This design comes from an exercise in tuning for small area on the open sky130 flow, not from production work. Only simulation tests tie the RTL to the original design; equivalence was not proved. Power figures rest on the tool's default switching activity, not on a simulated workload.

===== run.sh =====
#!/bin/bash
# synth_recipe.tcl (not shown) runs the flow's synth.tcl, then flattens the netlist and writes it again
# the make line also repeats each setting of config.mk as NAME=value (left out here)
make -C /OpenROAD-flow-scripts/flow DESIGN_CONFIG=/design/flow/config.mk WORK_HOME=/design/flow/orfs CLKGATE_MAP_FILE= SYNTH_SCRIPT=/design/flow/synth_recipe.tcl finish

===== config.mk =====
export PLATFORM = sky130hd
export DESIGN_NAME = pipeline_id_hazard
export DESIGN_NICKNAME = pipeline_id_hazard
export VERILOG_FILES = /design/flow/design.v
export SDC_FILE = /design/flow/constraint.sdc
export NUM_CORES = 4
export LEC_CHECK = 0
export CAP_MARGIN = 20
export CORE_MARGIN = 2
export CORE_UTILIZATION = 35
export PLACE_DENSITY = 0.5
export SLEW_MARGIN = 20

===== constraint.sdc =====
create_clock -name core_clock -period 7.0 [get_ports {clk}]
set_input_delay 1.4000 -clock core_clock [delete_from_list [all_inputs] [get_ports {clk}]]
set_output_delay 1.4000 -clock core_clock [all_outputs]
set_load 0.01 [all_outputs]

===== design.v =====
module pipeline_id_hazard #(
  parameter int XLEN   = 32,
  parameter int BYPASS = 1,
  parameter int HAZARD = 1
) (
  input  logic            clk,
  input  logic            reset,
  input  logic            if_valid,
  input  logic [31:0]     if_instr,
  input  logic [XLEN-1:0] if_pcplus4,
  input  logic            ex_flush,
  input  logic            wb_en,
  input  logic [4:0]      wb_reg,
  input  logic [XLEN-1:0] wb_data,
  output logic            id_stall,
  output logic            ex_valid,
  output logic            ex_regwrite,
  output logic            ex_memtoreg,
  output logic            ex_memwrite,
  output logic            ex_branch,
  output logic            ex_nez,
  output logic            ex_alusrc,
  output logic            ex_jump,
  output logic            ex_link,
  output logic            ex_jumptoreg,
  output logic            ex_shiftl16,
  output logic            ex_illegal,
  output logic [1:0]      ex_aluop,
  output logic [5:0]      ex_funct,
  output logic [4:0]      ex_rs,
  output logic [4:0]      ex_rt,
  output logic [4:0]      ex_dst,
  output logic [XLEN-1:0] ex_rega,
  output logic [XLEN-1:0] ex_regb,
  output logic [XLEN-1:0] ex_imm,
  output logic [XLEN-1:0] ex_pcplus4
);
  localparam logic [5:0] OP_RTYPE = 6'b000000;
  localparam logic [5:0] OP_LW    = 6'b100011;
  localparam logic [5:0] OP_SW    = 6'b101011;
  localparam logic [5:0] OP_BEQ   = 6'b000100;
  localparam logic [5:0] OP_BNE   = 6'b000101;
  localparam logic [5:0] OP_ADDI  = 6'b001000;
  localparam logic [5:0] OP_ORI   = 6'b001101;
  localparam logic [5:0] OP_LUI   = 6'b001111;
  localparam logic [5:0] OP_J     = 6'b000010;
  localparam logic [5:0] OP_JAL   = 6'b000011;
  localparam logic [5:0] FN_JR    = 6'b001000;
  typedef struct packed {
    logic            valid;
    logic            regwrite;
    logic            memtoreg;
    logic            memwrite;
    logic            branch;
    logic            nez;
    logic            alusrc;
    logic            jump;
    logic            link;
    logic            jumptoreg;
    logic            shiftl16;
    logic            illegal;
    logic [1:0]      aluop;
    logic [5:0]      funct;
    logic [4:0]      rs;
    logic [4:0]      rt;
    logic [4:0]      dst;
    logic [XLEN-1:0] rega;
    logic [XLEN-1:0] regb;
    logic [XLEN-1:0] imm;
    logic [XLEN-1:0] pcplus4;
  } id_ex_t;
  logic [5:0] opcode;
  logic [5:0] funct;
  logic [4:0] rs;
  logic [4:0] rt;
  logic [4:0] rd;
  assign opcode = if_instr[31:26];
  assign rs     = if_instr[25:21];
  assign rt     = if_instr[20:16];
  assign rd     = if_instr[15:11];
  assign funct  = if_instr[5:0];
  logic [31:0][XLEN-1:0] regs_q;
  logic [31:0][XLEN-1:0] regs_d;
  logic            wb_hit;
  assign wb_hit = wb_en && (wb_reg != 5'd0);
  always_comb begin
    regs_d = regs_q;
    if (wb_hit) regs_d[wb_reg] = wb_data;
  end
  always_ff @(posedge clk) begin
    if (reset) begin
      for (int i = 0; i < 32; i++) regs_q[i] <= '0;
    end else begin
      regs_q <= regs_d;
    end
  end
  logic [XLEN-1:0] rd_a;
  logic [XLEN-1:0] rd_b;
  always_comb begin
    rd_a = '0;
    rd_b = '0;
    if (rs != 5'd0) begin
      if ((BYPASS != 0) && wb_hit && (wb_reg == rs)) rd_a = wb_data;
      else                                           rd_a = regs_q[rs];
    end
    if (rt != 5'd0) begin
      if ((BYPASS != 0) && wb_hit && (wb_reg == rt)) rd_b = wb_data;
      else                                           rd_b = regs_q[rt];
    end
  end
  id_ex_t dec;
  logic   signext;
  logic   rs_used;
  logic   rt_used;
  always_comb begin
    dec     = '0;
    signext = 1'b0;
    rs_used = 1'b0;
    rt_used = 1'b0;
    case (opcode)
      OP_RTYPE: begin
        rs_used   = 1'b1;
        rt_used   = 1'b1;
        dec.aluop = 2'b10;
        if (funct == FN_JR) begin
          dec.jumptoreg = 1'b1;
        end else begin
          dec.regwrite = 1'b1;
          dec.dst      = rd;
        end
      end
      OP_LW: begin
        rs_used      = 1'b1;
        signext      = 1'b1;
        dec.regwrite = 1'b1;
        dec.memtoreg = 1'b1;
        dec.alusrc   = 1'b1;
        dec.dst      = rt;
      end
      OP_SW: begin
        rs_used      = 1'b1;
        rt_used      = 1'b1;
        signext      = 1'b1;
        dec.memwrite = 1'b1;
        dec.alusrc   = 1'b1;
      end
      OP_BEQ: begin
        rs_used    = 1'b1;
        rt_used    = 1'b1;
        signext    = 1'b1;
        dec.branch = 1'b1;
        dec.aluop  = 2'b01;
      end
      OP_BNE: begin
        rs_used    = 1'b1;
        rt_used    = 1'b1;
        signext    = 1'b1;
        dec.branch = 1'b1;
        dec.nez    = 1'b1;
        dec.aluop  = 2'b01;
      end
      OP_ADDI: begin
        rs_used      = 1'b1;
        signext      = 1'b1;
        dec.regwrite = 1'b1;
        dec.alusrc   = 1'b1;
        dec.dst      = rt;
      end
      OP_ORI: begin
        rs_used      = 1'b1;
        dec.regwrite = 1'b1;
        dec.alusrc   = 1'b1;
        dec.aluop    = 2'b11;
        dec.dst      = rt;
      end
      OP_LUI: begin
        dec.regwrite = 1'b1;
        dec.alusrc   = 1'b1;
        dec.shiftl16 = 1'b1;
        dec.aluop    = 2'b11;
        dec.dst      = rt;
      end
      OP_J: begin
        dec.jump = 1'b1;
      end
      OP_JAL: begin
        dec.jump     = 1'b1;
        dec.link     = 1'b1;
        dec.regwrite = 1'b1;
        dec.dst      = 5'd31;
      end
      default: begin
        dec.illegal = 1'b1;
      end
    endcase
    dec.valid   = 1'b1;
    dec.funct   = funct;
    dec.rs      = rs;
    dec.rt      = rt;
    dec.rega    = rd_a;
    dec.regb    = rd_b;
    dec.pcplus4 = if_pcplus4;
    dec.imm     = signext ? {{(XLEN-16){if_instr[15]}}, if_instr[15:0]}
                          : {{(XLEN-16){1'b0}}, if_instr[15:0]};
  end
  id_ex_t id_ex_q;
  id_ex_t id_ex_d;
  logic   load_use;
  always_comb begin
    load_use = if_valid && id_ex_q.valid && id_ex_q.memtoreg &&
               (id_ex_q.dst != 5'd0) &&
               ((rs_used && (rs == id_ex_q.dst)) ||
                (rt_used && (rt == id_ex_q.dst)));
  end
  assign id_stall = (HAZARD != 0) && load_use && !ex_flush;
  always_comb begin
    if (ex_flush || id_stall || !if_valid) id_ex_d = '0;
    else                                   id_ex_d = dec;
  end
  always_ff @(posedge clk) begin
    if (reset) id_ex_q <= '0;
    else       id_ex_q <= id_ex_d;
  end
  assign ex_valid     = id_ex_q.valid;
  assign ex_regwrite  = id_ex_q.regwrite;
  assign ex_memtoreg  = id_ex_q.memtoreg;
  assign ex_memwrite  = id_ex_q.memwrite;
  assign ex_branch    = id_ex_q.branch;
  assign ex_nez       = id_ex_q.nez;
  assign ex_alusrc    = id_ex_q.alusrc;
  assign ex_jump      = id_ex_q.jump;
  assign ex_link      = id_ex_q.link;
  assign ex_jumptoreg = id_ex_q.jumptoreg;
  assign ex_shiftl16  = id_ex_q.shiftl16;
  assign ex_illegal   = id_ex_q.illegal;
  assign ex_aluop     = id_ex_q.aluop;
  assign ex_funct     = id_ex_q.funct;
  assign ex_rs        = id_ex_q.rs;
  assign ex_rt        = id_ex_q.rt;
  assign ex_dst       = id_ex_q.dst;
  assign ex_rega      = id_ex_q.rega;
  assign ex_regb      = id_ex_q.regb;
  assign ex_imm       = id_ex_q.imm;
  assign ex_pcplus4   = id_ex_q.pcplus4;
endmodule

==> notes.md <==
[cell families after synthesis]
kind of cell               share of synthesized area, %
AOI/OAI and AO/OA                                  8.19
and+or+nand+nor                                    14.2
muxes                                              30.6
buffers and inverters                              5.10
adders and majority gates                        0.0445
xor gates and xnor gates                          0.358
DFF                                                41.5
[state kept, by name, indices dropped and copies added, names as in the netlist]
signal	flops
id_ex_q	142
regs_q	1024
[worst min-delay path: cells and delay by family (launching register included)]
| family | cells | cell delay, ns |
|---|---|---|
| flip-flops | 1 | 0.31 |
| AO/OA/AOI/OAI | 1 | 0.05 |
| AND/OR/NAND/NOR | 1 | 0.05 |
[routing by layer]
layer,wire [um],global-route usage [%],vias to the layer above,part of all wire [%]
met5,60,0,-,0.027
met4,8710,10.2,8,3.9
met3,20000,5.59,435,8.9
met2,98700,40.5,2264,44
met1,96500,37.2,22900,43
li1,-,-,20100,-
[worst min path at each step]
stage                      startpoint     endpoint  slack [ns]  cells past startpoint
after detailed placement  regs_q[750]  regs_q[750]        0.46                      2
after global placement    regs_q[692]  regs_q[692]        0.45                      2
after global routing      regs_q[741]  regs_q[741]        0.48                      2
after floorplan           regs_q[576]  regs_q[576]        0.44                      2
final                     regs_q[220]  regs_q[220]        0.46                      2
after CTS                 regs_q[750]  regs_q[750]        0.46                      2
[where the power goes]
part | leakage (nW) | switching [mW] | internal [mW] | total [mW]
registers | 9.41 | 0.0506 | 6.72 | 6.77
logic | 9.97 | 0.929 | 0.474 | 1.40
clock network | 2.25 | 2.98 | 4.35 | 7.33
[placed cells by master, fill, tap and decap left out, types with 145 or more instances in the layout]
| cell type | instances |
|---|---|
| sky130_fd_sc_hd__clkbuf_16 | 145 |
| sky130_fd_sc_hd__mux2i_1 | 613 |
| sky130_fd_sc_hd__mux4_2 | 468 |
| sky130_fd_sc_hd__nor2_1 | 525 |
| sky130_fd_sc_hd__clkdlybuf4s50_1 | 258 |
| sky130_fd_sc_hd__dfxtp_1 | 1166 |
| sky130_fd_sc_hd__a21oi_1 | 518 |
| sky130_fd_sc_hd__buf_4 | 154 |
| sky130_fd_sc_hd__o22ai_1 | 205 |
| sky130_fd_sc_hd__nand2_1 | 1036 |
[stage by stage]
step | util, % | power [mW] | hold WS, ns
finish | 40.7 | 15.5 | 0.462
global route | 40.7 | 15.9 | 0.479
CTS | 40.7 | 15.6 | 0.464
detailed placement | 37.8 | 8.30 | 0.457
global placement | 37.8 | 8.29 | 0.449
floorplan | - | 7.71 | 0.443
[cell type report]
cell class	count	area (um^2)
well taps	2086	2610
diodes	2	5.00
repair buffers	441	4220
multi-input cells	3872	30300
clock inverters	34	394
clock buffers	213	4160
fillers	15400	94900
inverters	11	41.3
flip-flops and latches	1166	23300
==> notes.md <==
Routing
The final wirelength is 224,000 um. In this run, the number of DRC markers left after iteration 0 of detailed routing was 5,445. In the routed layout, each cell is associated on average with a via count of 5.84. The routed via count is 45,700. The number of optimization iterations in the first detailed-route pass is 6. After detailed routing, the average wire length per cell comes to 28.6 um. The post-detailed-route DRC marker count is 0. The count of nets left with antenna violations once routing finished came out at 0.

Logic synthesis
The mean instance size in the synthesized netlist is 9.89 um^2. The number of synthesized flops with an enable pin is 0. The synthesized netlist net count is between 5,000 and 6,000. In this run the biggest area consumer among cell types represents 41.5% of the synthesized area. The most used flip-flop cell after synthesis is sky130_fd_sc_hd__dfxtp_1. For this run, asynchronously set or reset flops after synthesis account for 0%. For this run, the number of Yosys warnings is 1. Counting flops and latches in the post-synthesis netlist gives 1,166. The netlist area before placement is 56,300 um^2. The count of different cell masters after synthesis is 57.

The cell accounting for the most synthesized area is sky130_fd_sc_hd__dfxtp_1. Synthesis produced a netlist whose cell count is 5,692. In the post-synthesis netlist, the cell with the most instances is sky130_fd_sc_hd__dfxtp_1. The sequential fraction of the synthesis area is between 40% and 50%. After synthesis, the most frequently instantiated cells are 1,166 x sky130_fd_sc_hd__dfxtp_1, 1,038 x sky130_fd_sc_hd__nand2_1, 613 x sky130_fd_sc_hd__mux2i_1, 534 x sky130_fd_sc_hd__nor2_1, 519 x sky130_fd_sc_hd__a21oi_1.

By area the synthesized netlist is led by sky130_fd_sc_hd__dfxtp_1 41%, sky130_fd_sc_hd__mux4_2 19%, sky130_fd_sc_hd__mux2i_1 11%.

Floorplanning
Measured along the x axis, the die boundary spans around 400 um. The floorplan has 147 rows. The count of boundary I/O pins is 270. The die is 405 um tall. The area of the placeable core is 160,000 um^2. The die area is 164,000 um^2. For this configuration, the core starts out at a cell density of 35.2%.

Timing
In the final timing run, aggregate negative setup slack is 0 ns. Derived from the worst setup path, the maximum achievable clock frequency is 180 MHz. The worst path meets setup with 1.45 ns of slack. The clock tree skew after final layout is 0.0229 ns. The share of the clock period used by the worst path is between 70 and 80%. For the pin with the worst max-slew slack, the measured transition is 1.29 ns. The final-report max-slew violation count is 0.

Setup repair after global routing left no endpoint under its margin. The number of hold violations in the final report is 0. The clock period minus worst slack is between 5 and 6 ns. Setup violations remaining at the end of the flow were counted as 0. The tightest slew margin relative to the limit is 14.2%.

Min path
The type of the most critical hold path is flip-flop to flip-flop.

GRT
The number of antenna violations at the first check in global routing is 8. The total overflow left after global routing is 0. The first global-routing pass estimated 319,000 um of wire. The number of global-route vias before repair is roughly 43,000.

Entering global routing, the biggest net connects ~200 pins. Global routing used between 20% and 30% of the available tracks.

Finish
With fillers left out, the area of the finished cells amounts to 65,100 um^2. In the final layout, the share of cells above drive strength 1 is 17.0%. The layout-stage area growth over the synthesis result is 15.7%.

The count of nets after finishing is about 5,700. The final instance count without filler cells is 7,825.

Clock network
TritonCTS built the clock tree. The number of cells upsized or downsized after cts is 0. For this design, the sink count on the clock tree is 1,166. The total CTS buffers is 139. At the later pin of the worst-skew pair, clock insertion delay measures 0.78 ns. Counting along the longest clock path gives a buffer depth of 3. The hold-fix buffer count after cts is 0. Post-CTS timing repair inserted 0 buffers for setup. The depth of the CTS H-tree is 4.

The root buffer selected by CTS is sky130_fd_sc_hd__clkbuf_16. The clock-pin slew on the worst setup and hold paths is approximately 0.060 ns.

Critical path
In this design, the critical path's most frequently occurring cell is sky130_fd_sc_hd__clkdlybuf4s50_1. Along the worst path, the maximum fanout reaches 13. In this run the worst setup path terminates at id_stall. The start point of the critical path is if_instr[24]. The signal on the critical path passes through clkdlybuf4s50_1, xnor2_1, nand3_1, o31a_1, nor3_1, clkdlybuf4s50_1. The largest delay contributor family on the critical path is buffers and inverters.

The required arrival time at the worst endpoint is 5.60 ns. The endpoint of the most critical register-to-register path is id_ex_q[82]. Counting both buffers and inverters, the worst setup path holds a total of 2.

Among all stages on the critical path, the largest delay is contributed by sky130_fd_sc_hd__clkdlybuf4s50_1. The critical path data arrival time is about 4.2 ns. The critical setup path kind is primary input to primary output.

The worst setup path is launched from a primary input. The worst reg2reg path depth is 6. The critical path crosses 6 cells after its start point. The capturing element type of the critical path is a primary output. The delay contributed by the slowest stage of the critical path is 1.05 ns. The setup slack of the most critical reg-to-reg path is 4.37 ns. The worst register-to-register path begins at id_ex_q[128].

Run status
The run finished with no timing, DRC or antenna violations.

Place
The count of placed standard cells including taps is 7,576. The sum of net half-perimeters after detailed placement is 134,000 um. The count of buffers inserted at the top-level ports is 269.

Prior to clock tree synthesis, the placed netlist has a worst setup slack of 1.23 ns. The routability congestion estimate from global placement is 0.850. Summing all placed instances gives a cell area of 60,500 um^2.

Power
The analysis attributes to cell leakage a power of 21.6 nW. For this design the ratio of total power to cell area is approximately 240 nW/um^2. The worst ir drop on vdd is 0.242 mV.

Job
Across the run, the number of max-cap violations was 0.

[static timing again, ports no longer ideal]
The results above use ideal ports. As a check the final layout listed here was re-extracted and re-timed, cells and wires unchanged. Step 1, drivers: a clkbuf_16 drives clk and a buf_2 each remaining input, both assumed. Step 2 moves the port delays by t, midway between the first and last clock arrival at a register: inputs arrive t later, outputs are due t later. That takes back most of the time a late clock gives input paths. Three values: no drivers, after step 1, after step 2; two values: the first two.
shift t [ns]: 0.842
setup slack, ns: 1.451 / 1.411 / 1.127
worst setup path at the end: input to register
worst slew at a driven data input, ns: 0.12
After both steps this run still meets setup and hold. For this run, drivers alone change the setup slack by -0.040 ns; drivers and shift together by -0.324 ns.
